What follows belongs to an exercise in optimizing a design on an open flow for small area, a short achievable clock period and few clock cycles per item; a production flow would make more cautious choices.
Only simulation tests tie the RTL to the original design; equivalence was not proved.
Power is estimated from default activity; no workload was simulated.

// axi_slave_mem
module axi_slave_mem #(
    parameter int ADDR_WIDTH = 32,
    parameter int DATA_WIDTH = 32,
    parameter int MEM_DEPTH  = 64
) (
    input  logic                    aclk,
    input  logic                    arst,
    input  logic [3:0]              awid,
    input  logic [ADDR_WIDTH-1:0]   awaddr,
    input  logic [3:0]              awlen,
    input  logic [2:0]              awsize,
    input  logic [1:0]              awburst,
    input  logic [1:0]              awlock,
    input  logic [1:0]              awcache,
    input  logic [1:0]              awprot,
    input  logic                    awvalid,
    output logic                    awready,
    input  logic [3:0]              wid,
    input  logic [DATA_WIDTH-1:0]   wdata,
    input  logic [DATA_WIDTH/8-1:0] wstrb,
    input  logic                    wlast,
    input  logic                    wvalid,
    output logic                    wready,
    output logic [3:0]              bid,
  ...
Size in the first run: ~5300 cells after synthesis, ~200 I/O pins.
==> flow/config.mk <==
export PLATFORM = sky130hd
export DESIGN_NAME = axi_slave_mem
export DESIGN_NICKNAME = axi_slave_mem
export VERILOG_FILES = /design/flow/design.v
export SDC_FILE = /design/flow/constraint.sdc
export NUM_CORES = 4
export LEC_CHECK = 0
export CAP_MARGIN = 20
export CORE_MARGIN = 2
export CORE_UTILIZATION = 25
export PLACE_DENSITY = 0.35
export SETUP_SLACK_MARGIN = 4
export SLEW_MARGIN = 20
export SYNTH_MEMORY_MAX_BITS = 16384
==> flow/constraint.sdc <==
create_clock -name core_clock -period 8.0 [get_ports {aclk}]
set_input_delay 1.6000 -clock core_clock [delete_from_list [all_inputs] [get_ports {aclk}]]
set_output_delay 1.6000 -clock core_clock [all_outputs]
set_load 0.01 [all_outputs]
run.sh (not shown) runs the stock make flow with config.mk's settings and CLKGATE_MAP_FILE= SYNTH_SCRIPT=/design/flow/synth_recipe.tcl, a recipe that flattens the netlist after the stock synthesis.
The first run finished clean.
Testbench counts at the start, summed over its fixed seeds: cycles 22,070, beats 28,664.
Edit:
Settings changed: CORE_UTILIZATION 25 to 45, CTS_CLUSTER_DIAMETER from default to 80, CTS_CLUSTER_SIZE from default to 30, PLACE_DENSITY 0.35 to 0.55.
Effect:
- The changed run produced a clean layout
- worst hold slack improves by 26 ps
- register-to-register slack gets better by 30 ps
- synthesized cell count is unchanged
- design area is lower by a little under a tenth


axi_slave_mem, a different RTL version from the one above (not shown whole).
Size in the first run: roughly 5,200 cells after synthesis, about 2,400 flip-flops, ~90,000 um2 of cells after synthesis.
==> flow/design.v (excerpt) <==
module axi_slave_mem #(
    parameter int ADDR_WIDTH = 32,
    parameter int DATA_WIDTH = 32,
    parameter int MEM_DEPTH  = 64
) (
    input  logic                    aclk,
    input  logic                    arst,
    input  logic [3:0]              awid,
    input  logic [ADDR_WIDTH-1:0]   awaddr,
    input  logic [3:0]              awlen,
    input  logic [2:0]              awsize,
    input  logic [1:0]              awburst,
    input  logic [1:0]              awlock,
    input  logic [1:0]              awcache,
    input  logic [1:0]              awprot,
    input  logic                    awvalid,
    output logic                    awready,
    input  logic [3:0]              wid,
    input  logic [DATA_WIDTH-1:0]   wdata,
    input  logic [DATA_WIDTH/8-1:0] wstrb,
    input  logic                    wlast,
    input  logic                    wvalid,
    output logic                    wready,
    output logic [3:0]              bid,
    output logic [1:0]              bresp,
    output logic                    bvalid,
    input  logic                    bready,
    input  logic [3:0]              arid,
    input  logic [ADDR_WIDTH-1:0]   araddr,
    input  logic [3:0]              arlen,
    input  logic [2:0]              arsize,
    input  logic [1:0]              arburst,
    input  logic [1:0]              arlock,
    input  logic [1:0]              arcache,
    input  logic [1:0]              arprot,
    input  logic                    arvalid,
    output logic                    arready,
    output logic [3:0]              rid,
    output logic [DATA_WIDTH-1:0]   rdata,
    output logic [1:0]              rresp,
    output logic                    rlast,
    output logic                    rvalid,
    input  logic                    rready
);
    localparam int BYTES = DATA_WIDTH / 8;
    localparam int LSB   = $clog2(BYTES);
    localparam int IDX_W = (MEM_DEPTH > 1) ? $clog2(MEM_DEPTH) : 1;
    typedef struct packed {
        logic [10:0] lo;      
        logic        hz;      
        logic        hn;      
        logic [3:0]  hx;      
        logic [3:0]  len;
        logic [2:0]  size;
        logic [1:0]  burst;
        logic [3:0]  id;
        logic [3:0]  cnt;     
        logic        err;     
    } bst_t;
    function automatic logic cfg_err(
        input logic [2:0] size,
  ...
export LEC_CHECK = 0
export CAP_MARGIN = 20
export CORE_MARGIN = 2
export CORE_UTILIZATION = 45
export CTS_CLUSTER_DIAMETER = 80
export CTS_CLUSTER_SIZE = 30
export PLACE_DENSITY = 0.55
export SETUP_SLACK_MARGIN = 5
export SLEW_MARGIN = 20
export SYNTH_MEMORY_MAX_BITS = 16384
create_clock -name core_clock -period 8.0 [get_ports {aclk}]
standard.sh (not shown) runs the stock make flow with config.mk's settings and CLKGATE_MAP_FILE= SYNTH_SCRIPT=/design/flow/synth_recipe.tcl, a recipe that flattens the netlist after the stock synthesis.
==> flow/flow/run.sh <==
#!/bin/bash
set -e
export CTS_ARGS="-sink_clustering_enable -repair_clock_nets -sink_clustering_size 30 -sink_clustering_max_diameter 80 -dont_use_dummy_load"
bash standard.sh > standard.log 2>&1
The first run ran to the end with no violations.
Testbench counts at the start, summed over its fixed seeds: cycles 22,070, beats 28,664.
Change:
==> flow/run.sh (new file) <==
#!/bin/bash
# synth_recipe.tcl (not shown) runs the flow's synth.tcl, then flattens the netlist and writes it again
# the make line also repeats each setting of config.mk as NAME=value (left out here)
make -C /OpenROAD-flow-scripts/flow DESIGN_CONFIG=/design/flow/config.mk WORK_HOME=/design/flow/orfs CLKGATE_MAP_FILE= SYNTH_SCRIPT=/design/flow/synth_recipe.tcl finish
removed: flow/flow/run.sh
removed: flow/standard.sh
The new run ran to the end with no violations.
Register-to-register slack got worse by 20 ps.
Via count goes up slightly.
First-iteration DRC count went up by a few percent.
Global-route usage barely changes.
Cell area grows slightly.
Power went up by a few percent.
Utilization is higher by 0.77 points.
Clock-buffer cell count went up by 14.
Fmax rose slightly.
Hold slack is better by 4.3 ps.
Clock power went up by a quarter to a third.
Change:
CORE_UTILIZATION = 55   (was 45)
PLACE_DENSITY = 0.65   (was 0.55)
Result: The new run went through all stages and came out clean. Count of clock-buffer cells in the layout came out lower by 16. Clock power is lower by 9.4%. Via count went up by 0.43%. Non-clock buffer count shrinks by 35.
Change:
CORE_UTILIZATION = 62   (was 55)
PLACE_DENSITY = 0.72   (was 0.65)
After rerunning: Total power came out lower by 1.8%; routed wire length came out lower by 1.6%; global-route usage came out higher by 5.2 points; count of clock-buffer cells in the layout came out higher by 20; synthesized area does not change; first-iteration DRC count came out lower by 2.5%; cell area came out lower by 0.93%; hold slack degrades by 22 ps; sequential cell count does not change.

[separate check: timing with driven ports]
Ports are ideal in the flow. The routed layouts listed here were re-timed in OpenROAD.
Step 1, drivers: a clkbuf_16 drives aclk and a buf_2 each remaining input, both assumed.
Step 2 times the ports against the registers' clock, not the clock port: input delays grow and output delays shrink by t, the midpoint of the rising clock arrivals with the driver on.
Slacks: no drivers / after step 1 / after step 2; pairs: no drivers / after step 1.
run	shift t [ns]	setup slack, ns	worst setup path at the end	worst slew at a driven data input, ns	pins driven straight from the clock port
the first run of note 1	1.010	4.085 / 4.135 / 3.156	input to register	0.08	1
the second run of note 1	0.911	4.095 / 4.163 / 3.251	input to register	0.05	1
the first run of note 2	0.884	4.663 / 4.717 / 3.833	input to register	0.06	1
the second run of note 2	0.921	4.726 / 4.781 / 3.859	input to register	0.06	1
the third run of note 2	0.869	4.744 / 4.786 / 3.917	input to register	0.06	1
the fourth run of note 2	0.891	4.728 / 4.745 / 3.881	input to register	0.09	1
After both steps setup and hold are still met in every run listed. The setup slack of the first run of note 1, which loses most, moves by +0.050 ns with the drivers and by -0.929 ns with both steps.
